This is an optimization exercise on Yosys and OpenROAD, whose aim is small area, not a production implementation. Where RTL was checked, it was by simulation tests only, not by an equivalence proof against the original. No driver is modelled on the clock port, so clocking that relies on it looks cheaper here than on a real chip. Power figures rest on the tool's default switching activity, not on a simulated workload.

Setup of v6:
==> flow/design.v <==
module keccak_nonce_scanner #(
    parameter int CORE_LATENCY = 50,
    parameter int NONCE_WIDTH  = 32,
    parameter int FIFO_DEPTH   = 4
) (
    input  logic                     clk,
    input  logic                     reset,
    input  logic                     work_load,
    input  logic [511-NONCE_WIDTH:0] work_header,
    input  logic [NONCE_WIDTH-1:0]   start_nonce,
    input  logic [NONCE_WIDTH-1:0]   end_nonce,
    input  logic [63:0]              target,
    output logic [511:0]             core_data,
    input  logic [511:0]             core_hash,
    output logic                     busy,
    output logic                     done,
    output logic                     found_valid,
    input  logic                     found_ready,
    output logic [NONCE_WIDTH-1:0]   found_nonce,
    output logic [15:0]              drop_count
);
    localparam int PTR_W = $clog2(FIFO_DEPTH);
    localparam int D_CMP = CORE_LATENCY + 1;
    localparam int D_MAX = CORE_LATENCY + 2;
    localparam int D_W   = $clog2(D_MAX + 1);
    logic [511-NONCE_WIDTH:0] header;
    logic [NONCE_WIDTH-1:0]   end_r;
    logic [NONCE_WIDTH-1:0]   nonce;       
    logic                     first;       
    logic [63:0]              target_r;
    logic [D_W-1:0]           dcnt;        
    logic                     hit;
    logic [NONCE_WIDTH-1:0]   hit_nonce;   
    logic                     last;
    logic                     cmp;
    logic                     hash_le;
    logic [NONCE_WIDTH-1:0]   nonce_m;
    always_comb begin
        logic b;
        logic [NONCE_WIDTH-1:0] k;
        k = NONCE_WIDTH'(CORE_LATENCY);
        b = 1'b0;
        for (int i = 0; i < NONCE_WIDTH; i++) begin
            nonce_m[i] = nonce[i] ^ k[i] ^ b;
            b = k[i] ? (!nonce[i] || b) : (!nonce[i] && b);
        end
    end
    always_comb begin
        hash_le = 1'b1;
        for (int i = 0; i < 64; i++) begin
            hash_le = (core_hash[i] == target_r[i]) ? hash_le : target_r[i];
        end
    end
    logic [NONCE_WIDTH-1:0]   fifo_mem [FIFO_DEPTH];
    logic [PTR_W-1:0]         rd_ptr;
    logic [PTR_W-1:0]         wr_ptr;
    logic                     full;
    logic                     pop;
    logic                     push;
    assign core_data = {header, nonce};
    assign last = busy && (dcnt == D_W'(D_MAX)) && (hit_nonce == end_r);
    assign cmp  = busy && ((dcnt == D_W'(D_CMP)) || (dcnt == D_W'(D_MAX))) && !last;
    always_ff @(posedge clk) begin
        if (work_load) begin
            header   <= work_header;
            end_r    <= end_nonce;
            target_r <= target;
        end
        nonce     <= work_load ? start_nonce : nonce + NONCE_WIDTH'(!first);
        first     <= work_load;
        hit_nonce <= nonce_m;
    end
    always_ff @(posedge clk) begin
        if (reset) begin
            busy <= 1'b0;
            done <= 1'b0;
            dcnt <= '0;
            hit  <= 1'b0;
        end else begin
            hit <= cmp && hash_le;
            if (work_load) begin
                busy <= 1'b1;
                done <= 1'b0;
                dcnt <= '0;
            end else begin
                if (dcnt != D_W'(D_MAX)) begin
                    dcnt <= dcnt + D_W'(1);
                end
                if (last) begin
                    busy <= 1'b0;
                    done <= 1'b1;
                end
            end
        end
    end
    assign found_valid = full || (rd_ptr != wr_ptr);
    assign found_nonce = fifo_mem[rd_ptr];
    assign pop         = found_valid && found_ready;
    assign push        = hit && (!full || pop);
    always_ff @(posedge clk) begin
        if (push) begin
            fifo_mem[wr_ptr] <= hit_nonce;
        end
    end
    always_ff @(posedge clk) begin
        if (reset) begin
            rd_ptr     <= '0;
            wr_ptr     <= '0;
            full       <= 1'b0;
            drop_count <= '0;
        end else begin
            if (pop) begin
                rd_ptr <= rd_ptr + PTR_W'(1);
            end
            if (push) begin
                wr_ptr <= wr_ptr + PTR_W'(1);
            end
            if (push && !pop) begin
                full <= (wr_ptr + PTR_W'(1)) == rd_ptr;
            end else if (pop && !push) begin
                full <= 1'b0;
            end
            if (hit && !push && (drop_count != '1)) begin
                drop_count <= drop_count + 16'd1;
            end
        end
    end
endmodule
Settings: LEC_CHECK=0, CAP_MARGIN=20, CORE_AREA=5 5 515 515, DIE_AREA=0 0 520 520, PLACE_DENSITY_LB_ADDON=0.15, SLEW_MARGIN=20; clock period 6.0 ns.
standard.sh (not shown) runs the stock make flow with config.mk's settings and CLKGATE_MAP_FILE= SYNTH_SCRIPT=/design/flow/synth_recipe.tcl, a recipe that flattens the netlist after the stock synthesis.
==> flow/flow/run.sh <==
#!/bin/bash
# Standard ORFS layout, with these changes:
#  - port buffers are buf_1 instead of the flow's default pick;
#  - CTS uses clkbuf_8 with set sink clusters and no dummy loads;
#  - after CTS, flow/cts_post.tcl shrinks clock buffers that have slew to spare.
set -euo pipefail
bash standard.sh \
  "BUFFER_PORTS_ARGS=-buffer_cell sky130_fd_sc_hd__buf_1" \
  "CTS_ARGS=-sink_clustering_enable -repair_clock_nets -dont_use_dummy_load -buf_list sky130_fd_sc_hd__clkbuf_8 -sink_clustering_size 10 -sink_clustering_max_diameter 80" \
  "POST_CTS_TCL=$PWD/flow/cts_post.tcl" \
  finish > make_finish.log 2>&1
Other scripts of this flow, unchanged in this note and not shown: flow/flow/cts_post.tcl
> inputs changed (v6 -> v7)
--- a/flow/design.v
+++ b/flow/design.v
@@ -33,19 +33,8 @@
     logic [NONCE_WIDTH-1:0]   hit_nonce;   
     logic                     last;
     logic                     cmp;
     logic                     hash_le;
-    logic [NONCE_WIDTH-1:0]   nonce_m;
-    always_comb begin
-        logic b;
-        logic [NONCE_WIDTH-1:0] k;
-        k = NONCE_WIDTH'(CORE_LATENCY);
-        b = 1'b0;
-        for (int i = 0; i < NONCE_WIDTH; i++) begin
-            nonce_m[i] = nonce[i] ^ k[i] ^ b;
-            b = k[i] ? (!nonce[i] || b) : (!nonce[i] && b);
-        end
-    end
     always_comb begin
         hash_le = 1'b1;
         for (int i = 0; i < 64; i++) begin
             hash_le = (core_hash[i] == target_r[i]) ? hash_le : target_r[i];
@@ -67,9 +56,9 @@
             target_r <= target;
         end
         nonce     <= work_load ? start_nonce : nonce + NONCE_WIDTH'(!first);
         first     <= work_load;
-        hit_nonce <= nonce_m;
+        hit_nonce <= nonce - NONCE_WIDTH'(CORE_LATENCY);
     end
     always_ff @(posedge clk) begin
         if (reset) begin
             busy <= 1'b0;
--- outcome ---
- Routing usage on met2 in v7 vs v6: up 3.0 points
- Overall power of the completed layout across v7 and v6: no real change.
- The run showing the greater wire length after detailed routing is v7.
- Signed area change from the synthesized netlist to the final layout for v7: 0.80 points down relative to v6
- Non-clock buffer count (v7 vs. v6) decreases slightly
- In the tables for v7 and v6, worst path required time reads higher with v6.
- Compared v6 against v7; fraction of power spent switching nets within noise.
- v7 against v6: worst reg2reg path depth fell by 24; shortest period the worst path allows moved down.
- Worst-case setup margin in the final layout improves in v7 relative to v6.
- Final cell utilization of the core delta (v7 -> v6): insignificant
- The cell count of v6 and that of v7 are within noise of each other.
- Combinational group share of total power delta for v7 relative to v6: 0.7 points lower
- Share of power burned in the clock network delta (v6 -> v7): insignificant
Function not checked in v6: the RTL went through the layout flow alone.

==> afterwards: timing with drivers on the ports <==
The results above use ideal ports. As a check the final layouts listed here were re-extracted and re-timed, cells and wires unchanged.
Step 1 sets driving cells, clkbuf_16 on the clock port and buf_2 on the other inputs (assumed; they add their load-dependent delay and slew).
Step 2 adds t to the input delays and takes it off the output delays; t is the mean of the earliest and latest rising clock arrival at the registers after step 1. Input paths then give back, and output paths get back, about the clock's delay inside the block.
a / b / c = no drivers / after step 1 / after step 2; a / b = the first two.
run | t (ns) | setup WS [ns] | worst hold slack (ns) | clock arrival spread, ns | cell pins on the clock port's net
v6 | 0.925 | 0.210 / 0.210 / 0.210 | 0.411 / 0.405 / 0.411 | 0.135 / 0.135 | 1
v7 | 0.922 | 2.273 / 2.170 / 1.830 | 0.453 / 0.388 / 0.453 | 0.151 / 0.150 | 1
After both steps every run listed still meets setup and hold. For v7, which loses most, drivers alone change the setup slack by -0.103 ns; drivers and shift together by -0.443 ns.
